Background: an optimization exercise with open tools, aiming at small area. Do not read the settings as production practice.
Function was checked by simulation only, so behaviour that the tests miss may differ from the original.
Power figures rest on the tool's default switching activity, not on a simulated workload.

==> design.v <==
package cpu_types_pkg;
  localparam int DW_DEF    = 32;
  localparam int NREG_DEF  = 32;
  localparam int MAX_PORTS = 32;
  typedef logic [DW_DEF-1:0]           word_t;
  typedef logic [$clog2(NREG_DEF)-1:0] regsel_t;
  localparam regsel_t REG_ZERO = '0;
  function automatic int win_port(input logic [MAX_PORTS-1:0] hits);
    win_port = 0;
    for (int k = 0; k < MAX_PORTS; k++) begin
      if (hits[k]) win_port = k;
    end
  endfunction
endpackage
module regfile_scoreboard #(
  parameter int  NREG   = 32,
  parameter int  NREAD  = 2,
  parameter int  NWRITE = 1,
  localparam int SW     = $clog2(NREG)
) (
  input  logic                 clk,
  input  logic                 rst,
  input  logic [NWRITE-1:0]    wen,
  input  logic [NWRITE*SW-1:0] wsel,
  input  logic                 rsv_en,
  input  logic [SW-1:0]        rsv_sel,
  input  logic                 flush,
  input  logic [NREAD*SW-1:0]  rsel,
  output logic [NREAD-1:0]     rbusy,
  output logic [SW:0]          busy_cnt
);
  logic [NREG-1:0] busy;
  logic [NREG-1:0] busy_nxt;
  logic [SW:0]     cnt_nxt;
  always_comb begin
    busy_nxt = busy;
    for (int r = 1; r < NREG; r++) begin
      for (int w = 0; w < NWRITE; w++) begin
        if (wen[w] && (wsel[w*SW +: SW] == SW'(r))) busy_nxt[r] = 1'b0;
      end
    end
    if (rsv_en && (rsv_sel != '0)) busy_nxt[rsv_sel] = 1'b1;
    if (flush) busy_nxt = '0;
    busy_nxt[0] = 1'b0;
  end
  always_comb begin
    cnt_nxt = '0;
    for (int r = 0; r < NREG; r++) begin
      cnt_nxt = cnt_nxt + {{SW{1'b0}}, busy_nxt[r]};
    end
  end
  always_ff @(posedge clk) begin
    if (rst) begin
      busy     <= '0;
      busy_cnt <= '0;
    end else begin
      busy     <= busy_nxt;
      busy_cnt <= cnt_nxt;
    end
  end
  always_comb begin : busy_lookup
    logic whit;
    logic rhit;
    for (int i = 0; i < NREAD; i++) begin
      whit = 1'b0;
      for (int w = 0; w < NWRITE; w++) begin
        whit = whit | (wen[w] && (wsel[w*SW +: SW] == rsel[i*SW +: SW]));
      end
      rhit     = rsv_en && (rsv_sel == rsel[i*SW +: SW]);
      rbusy[i] = busy[rsel[i*SW +: SW]] && !(whit && !rhit);
      if (rsel[i*SW +: SW] == '0) rbusy[i] = 1'b0;
    end
  end
endmodule
module register_file_mp #(
  parameter int DW     = 32,
  parameter int NREG   = 32,
  parameter int NREAD  = 2,
  parameter int NWRITE = 2,
  localparam int SW    = $clog2(NREG)
) (
  input  logic                 CLK,
  input  logic                 RST,
  input  logic [NWRITE-1:0]    WEN,
  input  logic [NWRITE*SW-1:0] wsel,
  input  logic [NWRITE*DW-1:0] wdat,
  input  logic [NREAD*SW-1:0]  rsel,
  output logic [NREAD*DW-1:0]  rdat,
  output logic [NREAD-1:0]     rbusy,
  input  logic                 rsv_en,
  input  logic [SW-1:0]        rsv_sel,
  input  logic                 flush,
  output logic [SW:0]          busy_cnt
);
  localparam logic [SW-1:0] ZSEL = SW'(cpu_types_pkg::REG_ZERO);
  logic [DW-1:0]     regs [NREG];
  logic [NWRITE-1:0] wen_eff;
  assign wen_eff = RST ? '0 : WEN;
  always_ff @(posedge CLK) begin
    if (RST) begin
      for (int r = 0; r < NREG; r++) regs[r] <= '0;
    end else begin
      for (int w = 0; w < NWRITE; w++) begin
        if (WEN[w] && (wsel[w*SW +: SW] != ZSEL)) regs[wsel[w*SW +: SW]] <= wdat[w*DW +: DW];
      end
    end
  end
  always_comb begin : rd_mux
    logic [cpu_types_pkg::MAX_PORTS-1:0] hits;
    int                   win;
    for (int i = 0; i < NREAD; i++) begin
      hits = '0;
      for (int w = 0; w < NWRITE; w++) begin
        hits[w] = wen_eff[w] && (wsel[w*SW +: SW] == rsel[i*SW +: SW]);
      end
      win = 0;
      for (int k = 0; k < cpu_types_pkg::MAX_PORTS; k++) begin
        if (hits[k]) win = k;
      end
      rdat[i*DW +: DW] = regs[rsel[i*SW +: SW]];
      if (|hits) begin
        for (int w = 0; w < NWRITE; w++) begin
          if (w == win) rdat[i*DW +: DW] = wdat[w*DW +: DW];
        end
      end
      if (rsel[i*SW +: SW] == ZSEL) rdat[i*DW +: DW] = '0;
    end
  end
  regfile_scoreboard #(
    .NREG   (NREG),
    .NREAD  (NREAD),
    .NWRITE (NWRITE)
  ) u_sb (
    .clk      (CLK),
    .rst      (RST),
    .wen      (wen_eff),
    .wsel     (wsel),
    .rsv_en   (rsv_en),
    .rsv_sel  (rsv_sel),
    .flush    (flush),
    .rsel     (rsel),
    .rbusy    (rbusy),
    .busy_cnt (busy_cnt)
  );
endmodule
==> run.sh <==
#!/bin/bash
# synth_recipe.tcl (not shown) runs the flow's synth.tcl, then flattens the netlist and writes it again
# the make line also repeats each setting of config.mk as NAME=value (left out here)
make -C /OpenROAD-flow-scripts/flow DESIGN_CONFIG=/design/flow/config.mk WORK_HOME=/design/flow/orfs CLKGATE_MAP_FILE= SYNTH_SCRIPT=/design/flow/synth_recipe.tcl finish
==> config.mk <==
export PLATFORM = sky130hd
export DESIGN_NAME = register_file_mp
export DESIGN_NICKNAME = register_file_mp
export VERILOG_FILES = /design/flow/design.v
export SDC_FILE = /design/flow/constraint.sdc
export NUM_CORES = 4
export LEC_CHECK = 0
export CAP_MARGIN = 20
export CORE_MARGIN = 2
export CORE_UTILIZATION = 40
export SLEW_MARGIN = 20
==> constraint.sdc <==
create_clock -name core_clock -period 7.5 [get_ports {CLK}]
set_input_delay 1.5000 -clock core_clock [delete_from_list [all_inputs] [get_ports {CLK}]]
set_output_delay 1.5000 -clock core_clock [all_outputs]
set_load 0.01 [all_outputs]
==> Flow_metrics.wiki <==
{| class="wikitable"
! Metric !! Value
|-
| Number of antenna violations at the first check in global routing || 12
|-
| Number of H-tree levels || 3
|-
| Sequential-to-total area share from yosys stat || 49.2%
|-
| TritonCTS clock tree || yes
|-
| Count of TritonRoute iterations in the first routing pass || 6
|-
| Overall track demand over capacity in global routing || 33.2%
|-
| Setup slack of the worst register-to-register path || 2.28 ns
|-
| Routed vias/inst || 7.19
|-
| Antenna-violating nets left || 0
|-
| Initial Util || 40.3%
|-
| Final nets || 5029
|-
| Post-route DRC violation count || 0
|-
| Max transition margin || 18.6%
|-
| HP Class || flop to flop
|-
| Placed wire-length estimate || 163000 µm
|-
| Highest ir drop seen on vdd || 0.221 mV
|-
| Num CTS Buffers || 118
|-
| Max-Cap Viols || 0
|-
| Sort of element at the start of the critical path || input pin
|-
| Max Clock Skew || 0.0195 ns
|-
| Via count of the first global-routing pass || 49470
|-
| Post-synth EDFFs || 1024
|-
| Post-synth design cell area || 0.0640 mm²
|-
| Leakage power total || 25.7 nW
|-
| Clock slew at reported path FFs || 0.07 ns
|-
| Number of buffers added to fix hold violations after cts || 0
|-
| Share of layout cells above drive strength 1 || 20.6%
|-
| CTS Sinks || 1061
|-
| Count of boundary I/O pins || 167
|-
| Final WL || 277000 µm
|-
| Asr flop ratio synth || 0%
|-
| Std cell rows || 146
|-
| Top cell type's share of synthesized area || 48.0%
|-
| PD cells || 206 mW/mm²
|-
| Worst EP required || 8.11 ns
|-
| Worst setup path class || input pin to flop
|-
| Cell Count, Final, Fillers Out || 7065
|-
| Total count of hold-check failures in the final report || 0
|-
| Clock latency at the later pin of the worst-skew pair || 0.73 ns
|-
| Area growth, synth to finish || 13.2%
|-
| Count of pins over their slew limit || 0
|-
| Number of port buffers || 166
|-
| Synthesized flop and latch total || 1061
|-
| First-pass GRT wire length || 381000 µm
|-
| Largest buffer count on any clock path || 3
|-
| Final Hold Slack || 0.586 ns
|-
| Highest net fanout along the worst path || 5
|-
| Die footprint || 0.163 mm²
|-
| Crit end category || flop
|-
| Most common cell in the synthesized netlist || edfxtp_1
|-
| Unique cell type count in the Yosys netlist || 71
|-
| Total placed cells including tap cells || 6844
|-
| First DRT Iteration DRCs || 7881
|-
| Post-route setup TNS || 0 ns
|-
| Most used DFF post-synth || edfxtp_1
|-
| Number of fill cells || 13992
|-
| Highest clock rate || 141 MHz
|-
| Total congestion overflow || 0
|-
| Routability congestion estimate || 0.933
|-
| Arrival @ worst endpoint || 7.69 ns
|-
| Routed wirelength normalized by instance count || 39.3 µm
|-
| Worst slew pin tran || 1.22 ns
|-
| Post-Synthesis Cells || 4915
|-
| Time the final worst path needs with I/O delays and setup || 7.08 ns
|-
| Average size of a mapped cell || 13.0 µm²
|-
| Share of the core filled with cells in the final layout || 45.7%
|-
| Via Count || 50789
|-
| Pin count of the biggest net entering global routing || 76
|-
| Setup repair after global routing missed its margin || false
|-
| Core ar. || 0.159 mm²
|-
| Outcome || timing/DRC/antenna clean
|-
| Most frequent cells after synthesis || edfxtp_1, a22o_1, mux2i_1, clkbuf_1, mux4_2
|-
| Final Power || 14.9 mW
|-
| Portion of the clock cycle consumed by the worst path in the final layout || 94.3%
|-
| Count of warnings emitted by yosys || 2
|-
| Library cell occupying the most area in the post-synthesis netlist || edfxtp_1
|-
| CTS Root Buffer Type || clkbuf_16
|-
| Top cells by area in the synthesized netlist || edfxtp_1, a22o_1, mux4_2
|-
| Floorplan die width || 404 µm
|-
| Height of the die || 404 µm
|-
| Endpoints failing setup || 0
|}
==> final timing paths <==
check                              startpoint               end  cells after the start
worst max-delay path               rsv_sel[3]  u_sb.busy_cnt[4]                     23
worst min-delay path            u_sb.busy[21]     u_sb.busy[21]                      2
worst max register to register  u_sb.busy[19]  u_sb.busy_cnt[4]                     17
worst min register to register  u_sb.busy[21]     u_sb.busy[21]                      2
==> power breakdown <==
group          internal (mW)  switching, mW
sequential              6.85          0.180
clock                   3.02           2.54
combinational          0.892           1.46
==> worst max-delay path, cell delays in order <==
cell             delay (ns)
clkdlybuf4s50_1        0.45
nor3b_2                0.19
ha_1                   0.26
or3b_4                 0.44
nor2_4                 0.17
buf_4                  0.13
a32oi_1                0.07
or2_4                  0.25
fa_1                   0.55
fa_1                   0.47
fa_1                   0.53
inv_1                  0.05
fa_1                   0.46
fa_1                   0.52
inv_1                  0.05
fa_1                   0.48
inv_1                  0.05
ha_2                   0.18
fa_2                   0.36
a21o_1                 0.18
a21oi_2                0.14
xor2_1                 0.16
nor2_1                 0.05
==> layout make-up <==
| cell class | count | area [µm²] | area share, % |
|---|---|---|---|
| clock buffer | 141 | 3040 | 4.19 |
| antenna | 3 | 7.51 | 0.0104 |
| sequential | 1061 | 31500 | 43.4 |
| multi-input combinational | 3107 | 29700 | 40.9 |
| tap | 2072 | 2590 | 3.58 |
| inverter | 38 | 143 | 0.197 |
| timing repair buffer | 571 | 5030 | 6.94 |
| clock inverter | 72 | 553 | 0.763 |
==> sequential cells by signal, summed over array words and instances (netlist names) <==
name	cells
u_sb.busy_cnt	6
regs	1024
u_sb.busy	31
==> kinds of logic after synthesis <==
family	synth area share (%)
flip-flops	49.2
AND/OR/NAND/NOR	5.23
AO/OA/AOI/OAI	19.9
other	0.00586
XOR/XNOR	0.479
buffers and inverters	5.57
multiplexers	18.7
adder cells (fa/ha/maj)	0.993
==> routing by layer <==
layer  routed length [µm]  share of wire (%)  up-vias  GRT usage (%)
met5                   54              0.019        -              0
met4                16700                6.0        8           18.0
met3                39300                 14      952           11.1
met2               121000                 44     4111           49.7
met1               100000                 36    25839           42.4
li1                     -                  -    19879              -
==> through the flow <==
| step | area [µm²] | worst slack (ns) |
|---|---|---|
| finish | 72500 | 0.424 |
| global route | 72500 | 0.205 |
| CTS | 72400 | 0.168 |
| detailed placement | 68800 | -0.554 |
| global placement | 68800 | -0.639 |
| floorplan | 64200 | 0.0531 |
==> placed cells by master (no fill, tap or decap), types with 9 or more instances in the layout <==
| cell | instances |
|---|---|
| a211oi_1 | 66 |
| a21oi_1 | 152 |
| a22o_1 | 1022 |
| a22oi_1 | 151 |
| a32oi_1 | 18 |
| a41oi_1 | 15 |
| and3_1 | 18 |
| buf_12 | 24 |
| buf_4 | 380 |
| clkbuf_1 | 23 |
| clkbuf_16 | 118 |
| clkdlybuf4s50_1 | 153 |
| clkinv_1 | 35 |
| clkinv_2 | 18 |
| conb_1 | 32 |
| dfxtp_1 | 37 |
| edfxtp_1 | 1024 |
| fa_1 | 22 |
| ha_1 | 12 |
| inv_1 | 38 |
| mux2i_1 | 493 |
| mux4_2 | 311 |
| nand2_1 | 143 |
| nand3_1 | 115 |
| nand3b_1 | 18 |
| nand4_1 | 34 |
| nor2_1 | 105 |
| nor2_4 | 51 |
| nor2b_1 | 43 |
| o21a_1 | 31 |
| o21ai_0 | 18 |
| o221a_1 | 23 |
| o221ai_1 | 31 |
| or2_2 | 16 |
| or3_2 | 9 |
| xnor2_1 | 15 |
| xor2_1 | 20 |
==> timing repair <==
item / in CTS / in global routing
buffers inserted: 0 / 4
setup endpoints to repair: 0 / 1
gates resized for setup: 0 / 8

[separate check: timing with driven ports]
The flow's constraints put no driver on any port. The routed layout listed below was extracted and timed again, unchanged, in two steps. Step 1 (the two cells are an assumption about what drives the block):
set clk [get_ports {CLK}]
set_driving_cell -lib_cell sky130_fd_sc_hd__clkbuf_16 $clk
set_driving_cell -lib_cell sky130_fd_sc_hd__buf_2 [delete_from_list [all_inputs] $clk]
Step 2, shift: input delay + t, output delay - t, t = (earliest + latest rising clock arrival at the registers) / 2. This alone moves slack from input paths to output paths. Three values: ideal, step 1, step 2; two values: the first two.
t, ns: 0.835
setup slack, ns: 0.424 / 0.456 / -0.349
worst slew at a driven data input, ns: 0.20
cell pins on the clock port's net: 1
With both steps, setup timing fails in this run, where it was met with ideal ports. The setup slack of this run moves by +0.032 ns with the drivers and by -0.773 ns with both steps.
